This is an optimization exercise on Yosys and OpenROAD, whose aim is small area, a short achievable clock period and few clock cycles per item, not a production implementation.
The RTL was checked by simulation tests, not by an equivalence proof against the original design.

== garnet ==
==> flow/design.v (excerpt) <==
module anubis_round_engine #(
    parameter int ROUNDS = 12,
    parameter int IDXW   = 5
) (
    input  logic            clk,
    input  logic            reset,
    input  logic            in_valid,
    output logic            in_ready,
    input  logic [127:0]    in_dat,
    output logic [IDXW-1:0] rk_idx,
    input  logic [127:0]    rk_dat,
    output logic            out_valid,
    input  logic            out_ready,
    output logic [127:0]    out_dat
);
For scale: roughly 3000 cells after synthesis.
export LEC_CHECK = 0
export CAP_MARGIN = 20
export CORE_MARGIN = 2
export CORE_UTILIZATION = 50
export CTS_BUF_LIST = sky130_fd_sc_hd__clkbuf_16 sky130_fd_sc_hd__clkbuf_8
export CTS_CLUSTER_DIAMETER = 80
export CTS_CLUSTER_SIZE = 30
export PLACE_DENSITY = 0.6
export SETUP_SLACK_MARGIN = 4.25
export SLEW_MARGIN = 20
create_clock -name core_clock -period 7.0 [get_ports {clk}]
standard.sh (not shown) runs the stock make flow with config.mk's settings and CLKGATE_MAP_FILE= SYNTH_SCRIPT=/design/flow/synth_recipe.tcl, a recipe that flattens the netlist after the stock synthesis.
==> flow/flow/run.sh <==
#!/bin/bash
# Standard synthesis, then the combinational logic re-mapped by ABC for area
# (flip-flops untouched), then the standard layout from floorplan on, with
# small input-port buffers and stronger output-port buffers.
set -euo pipefail
WORK=$(pwd)
R=$WORK/orfs/results/$FLOW_PLATFORM/anubis_round_engine/base
YOSYS=$(command -v yosys || echo "$FLOW_HOME/../tools/install/yosys/bin/yosys")
bash standard.sh synth > synth_std.log 2>&1
cp "$R/1_2_yosys.v" "$WORK/std_synth.v"
PLATFORM_LIB=$FLOW_HOME/platforms/sky130hd/lib/sky130_fd_sc_hd__tt_025C_1v80.lib \
NET_IN=$WORK/std_synth.v NET_OUT=$WORK/remap.v ABC_ARGS="-D 2000" \
    "$YOSYS" -c flow/remap.tcl > remap.log 2>&1
cp "$WORK/remap.v" "$R/1_2_yosys.v"
rm -f "$R/1_synth.odb" "$R/1_synth.sdc"
export PRE_GLOBAL_PLACE_TCL=$WORK/flow/outbuf.tcl
bash standard.sh BUFFER_PORTS_ARGS="-inputs -buffer_cell sky130_fd_sc_hd__buf_1" finish > layout.log 2>&1
==> flow/flow/outbuf.tcl <==
# Buffer the output ports with a stronger buffer than the input ports get.
buffer_ports -outputs -buffer_cell sky130_fd_sc_hd__buf_4
==> flow/flow/remap.tcl <==
# Re-map the combinational logic of the standard synthesis netlist for area.
# Flip-flops stay the instances (names and cell types) the standard synthesis made.
yosys -import
set LIB $::env(PLATFORM_LIB)
read_liberty -ignore_miss_func -ignore_miss_dir $LIB
read_verilog $::env(NET_IN)
hierarchy -top $::env(FLOW_TOP)
blackbox sky130_fd_sc_hd__df* sky130_fd_sc_hd__edf* sky130_fd_sc_hd__sdf* sky130_fd_sc_hd__dl* sky130_fd_sc_hd__sedf* sky130_fd_sc_hd__conb_1
flatten
opt -purge
abc {*}$::env(ABC_ARGS) -liberty $LIB -dont_use sky130_fd_sc_hd__probe_p_8 -dont_use sky130_fd_sc_hd__probec_p_8 -dont_use sky130_fd_sc_hd__lpflow_*
opt_clean -purge
hilomap -singleton -hicell sky130_fd_sc_hd__conb_1 HI -locell sky130_fd_sc_hd__conb_1 LO
splitnets
opt_clean -purge
stat -liberty $LIB

write_verilog -noattr -nohex -nodec $::env(NET_OUT)
garnet: full flow OK, the timing, DRC and antenna checks passed
Testbench counts of garnet, summed over its fixed seeds: cycles 6,680, items 512.
Here is what was changed in the inputs of yarrow compared with garnet.
# garnet
export LEC_CHECK = 0
export CAP_MARGIN = 20
export CORE_MARGIN = 2
export CORE_UTILIZATION = 50
export CTS_BUF_LIST = sky130_fd_sc_hd__clkbuf_16 sky130_fd_sc_hd__clkbuf_8
export CTS_CLUSTER_DIAMETER = 80
export CTS_CLUSTER_SIZE = 30
export PLACE_DENSITY = 0.6
export SETUP_SLACK_MARGIN = 4.25
export SLEW_MARGIN = 20
create_clock -name core_clock -period 7.0 [get_ports {clk}]
# yarrow
export LEC_CHECK = 0
export CAP_MARGIN = 20
export CORE_MARGIN = 2
export CORE_UTILIZATION = 50
export CTS_BUF_LIST = sky130_fd_sc_hd__clkbuf_8 sky130_fd_sc_hd__clkbuf_4
export PLACE_DENSITY = 0.6
export SLEW_MARGIN = 20
create_clock -name core_clock -period 7.0 [get_ports {clk}]
-- flow/flow/run.sh --
<<< garnet, line 3
# (flip-flops untouched), then the standard layout from floorplan on, with
# small input-port buffers and stronger output-port buffers.
>>> yarrow, line 3
# (flip-flops untouched), then the standard layout from floorplan on.
<<< garnet, line 16
export PRE_GLOBAL_PLACE_TCL=$WORK/flow/outbuf.tcl
bash standard.sh BUFFER_PORTS_ARGS="-inputs -buffer_cell sky130_fd_sc_hd__buf_1" finish > layout.log 2>&1
>>> yarrow, line 15
bash standard.sh BUFFER_PORTS_ARGS="-buffer_cell sky130_fd_sc_hd__buf_1" finish > layout.log 2>&1
removed: flow/flow/outbuf.tcl
--- outcome ---
- yarrow has fill cell total of the finished layout above what garnet had.
- yarrow vs garnet: top fanout value on the critical path up in yarrow
- yarrow reports its worst setup path startpoint as ra[115] while garnet reports ra[33].
- Post-layout minimum cycle time | yarrow above garnet
- Relative to garnet, layout overhead on the synthesized area has decreased by 9.2 points in yarrow.
- Diff garnet -> yarrow: global-route wire length before repair fell by about 3%, worst setup slack fell by 0.64 ns, finished layout cell area fell by 7.4%, clock-pin slew on the worst setup and hold paths fell by 0.02 ns.
- Post-route non-filler standard cell count (yarrow vs. garnet) increases slightly
- Summary — detailed placer's ending HPWL, yarrow relative to garnet: lower, by 320 um.
- When yarrow is set beside garnet, its clock distribution area overhead in the final layout turns out to be 0.99 points larger.

Starting RTL as in the previous note.
==> flow/config.mk <==
export PLATFORM = sky130hd
export DESIGN_NAME = anubis_round_engine
export DESIGN_NICKNAME = anubis_round_engine
export VERILOG_FILES = /design/flow/design.v
export SDC_FILE = /design/flow/constraint.sdc
export NUM_CORES = 4
export LEC_CHECK = 0
export ABC_CLOCK_PERIOD_IN_PS = 2400
export CAP_MARGIN = 20
export CORE_MARGIN = 2
export CORE_UTILIZATION = 40
export PLACE_DENSITY = 0.55
export SETUP_SLACK_MARGIN = 4.6
export SLEW_MARGIN = 20
==> flow/constraint.sdc <==
create_clock -name core_clock -period 7.0 [get_ports {clk}]
set_input_delay 1.4000 -clock core_clock [delete_from_list [all_inputs] [get_ports {clk}]]
set_output_delay 1.4000 -clock core_clock [all_outputs]
set_load 0.01 [all_outputs]
run.sh (not shown) runs the stock make flow with config.mk's settings and CLKGATE_MAP_FILE= SYNTH_SCRIPT=/design/flow/synth_recipe.tcl, a recipe that flattens the netlist after the stock synthesis.
Stock flow here: none of the scripts above is used.
The first run ran to the end with no violations.
Testbench counts at the start, summed over its fixed seeds: cycles 6,680, items 512.
Edit:
==> flow/flow/run.sh (new file) <==
#!/bin/bash
# Standard synthesis, then the combinational logic re-mapped by ABC for area
# (flip-flops untouched), then the standard layout from floorplan on.
set -euo pipefail
WORK=$(pwd)
R=$WORK/orfs/results/$FLOW_PLATFORM/anubis_round_engine/base
YOSYS=$(command -v yosys || echo "$FLOW_HOME/../tools/install/yosys/bin/yosys")
bash standard.sh synth > synth_std.log 2>&1
cp "$R/1_2_yosys.v" "$WORK/std_synth.v"
PLATFORM_LIB=$FLOW_HOME/platforms/sky130hd/lib/sky130_fd_sc_hd__tt_025C_1v80.lib \
NET_IN=$WORK/std_synth.v NET_OUT=$WORK/remap.v ABC_ARGS="-D 2000" \
    "$YOSYS" -c flow/remap.tcl > remap.log 2>&1
cp "$WORK/remap.v" "$R/1_2_yosys.v"
rm -f "$R/1_synth.odb" "$R/1_synth.sdc"
bash standard.sh BUFFER_PORTS_ARGS="-buffer_cell sky130_fd_sc_hd__buf_1" finish > layout.log 2>&1
==> flow/flow/remap.tcl (new file) <==
# Re-map the combinational logic of the standard synthesis netlist for area.
# Flip-flops stay the instances (names and cell types) the standard synthesis made.
yosys -import
set LIB $::env(PLATFORM_LIB)
read_liberty -ignore_miss_func -ignore_miss_dir $LIB
read_verilog $::env(NET_IN)
hierarchy -top $::env(FLOW_TOP)
blackbox sky130_fd_sc_hd__df* sky130_fd_sc_hd__edf* sky130_fd_sc_hd__sdf* sky130_fd_sc_hd__dl* sky130_fd_sc_hd__sedf* sky130_fd_sc_hd__conb_1
flatten
opt -purge
abc {*}$::env(ABC_ARGS) -liberty $LIB -dont_use sky130_fd_sc_hd__probe_p_8 -dont_use sky130_fd_sc_hd__probec_p_8 -dont_use sky130_fd_sc_hd__lpflow_*
opt_clean -purge
hilomap -singleton -hicell sky130_fd_sc_hd__conb_1 HI -locell sky130_fd_sc_hd__conb_1 LO
splitnets
opt_clean -purge
stat -liberty $LIB

write_verilog -noattr -nohex -nodec $::env(NET_OUT)
==> flow/standard.sh (new file) <==
#!/bin/bash
# synth_recipe.tcl (not shown) runs the flow's synth.tcl, then flattens the netlist and writes it again
# the make line also repeats each setting of config.mk as NAME=value (left out here)
make -C /OpenROAD-flow-scripts/flow DESIGN_CONFIG=/design/flow/config.mk WORK_HOME=/design/flow/orfs CLKGATE_MAP_FILE= SYNTH_SCRIPT=/design/flow/synth_recipe.tcl "${@:-finish}"
Settings changed: ABC_CLOCK_PERIOD_IN_PS 2400 to not set, CORE_UTILIZATION 40 to 50, CTS_BUF_LIST set to sky130_fd_sc_hd__clkbuf_8 sky130_fd_sc_hd__clkbuf_4, PLACE_DENSITY 0.55 to 0.6, SETUP_SLACK_MARGIN 4.6 to 4.4.
removed: flow/run.sh
=> Die area came out lower by 37%. Utilization grows by 4.1 points. Register-to-register slack gains 400 ps. Global-route usage came out higher by 3.9 points. Area after synthesis is lower by 22%.
Edit:
Settings changed: SETUP_SLACK_MARGIN 4.4 to 4.0.
Routed wire length decreases by roughly a tenth.
Clock skew went down by 6.0 ps.
Critical path depth climbs by 7.
Register-to-register slack is worse by 270 ps.
Sequential share of layout area climbs by 4.6 points.
Flip-flop and latch count is unchanged.
Core utilization drops by 12 points.
Die area stays the same.
Via count falls by a little under a tenth.
Edit:
==> flow/run.sh (new file) <==
#!/bin/bash
# synth_recipe.tcl (not shown) runs the flow's synth.tcl, then flattens the netlist and writes it again
# the make line also repeats each setting of config.mk as NAME=value (left out here)
make -C /OpenROAD-flow-scripts/flow DESIGN_CONFIG=/design/flow/config.mk WORK_HOME=/design/flow/orfs CLKGATE_MAP_FILE= SYNTH_SCRIPT=/design/flow/synth_recipe.tcl finish
Settings changed: ABC_CLOCK_PERIOD_IN_PS set to 3000, CTS_BUF_LIST sky130_fd_sc_hd__clkbuf_8 sky130_fd_sc_hd__clkbuf_4 to not set, SETUP_SLACK_MARGIN 4.0 to 3.0.
removed: flow/flow/run.sh
removed: flow/flow/remap.tcl
removed: flow/standard.sh
The new run completed without violations. Via count came out higher by 12%. Global-route usage came out lower by 1.8 points. Final cell count came out higher by 13%. Worst setup slack degrades by 840 ps. Critical path depth came out lower by 5. Register-to-register slack degrades by 770 ps. Worst hold slack stays flat. Sequential cell count stays the same. Count of clock-buffer cells in the layout came out lower by 35.

## static timing again, ports no longer ideal
The flow's constraints put no driver on any port. The routed layouts listed below were extracted and timed again, unchanged, in two steps.
Step 1 (the two cells are an assumption about what drives the block):
set clk [get_ports {clk}]
set_driving_cell -lib_cell sky130_fd_sc_hd__clkbuf_16 $clk
set_driving_cell -lib_cell sky130_fd_sc_hd__buf_2 [delete_from_list [all_inputs] $clk]
Step 2, shift: input delay + t, output delay - t, t = (earliest + latest rising clock arrival at the registers) / 2. This alone moves slack from input paths to output paths.
Slacks: ideal ports / drivers / drivers and shift; pairs: ideal ports / drivers.
| run | t (ns) | setup WS [ns] | hold slack, ns | worst register clock-pin slew, ns | worst data-port slew with drivers (ns) |
|---|---|---|---|---|---|
| garnet | 0.627 | 4.224 / 4.224 / 3.900 | 0.494 / 0.494 / 0.494 | 0.08 / 0.08 | 0.10 |
| yarrow | 0.700 | 3.580 / 3.580 / 3.123 | 0.457 / 0.457 / 0.457 | 0.07 / 0.07 | 0.09 |
| the first run of note 2 | 0.623 | 3.923 / 3.923 / 3.923 | 0.468 / 0.468 / 0.468 | 0.06 / 0.06 | 0.12 |
| the second run of note 2 | 0.710 | 4.248 / 4.191 / 3.927 | 0.461 / 0.461 / 0.461 | 0.07 / 0.07 | 0.11 |
| the third run of note 2 | 0.693 | 4.048 / 4.048 / 3.420 | 0.458 / 0.458 / 0.458 | 0.07 / 0.07 | 0.09 |
| the fourth run of note 2 | 0.617 | 3.208 / 3.230 / 2.614 | 0.459 / 0.459 / 0.459 | 0.07 / 0.07 | 0.08 |
After both steps setup and hold are still met in every run listed. For the third run of note 2, which loses most, drivers alone change the setup slack by 0.000 ns; drivers and shift together by -0.628 ns.
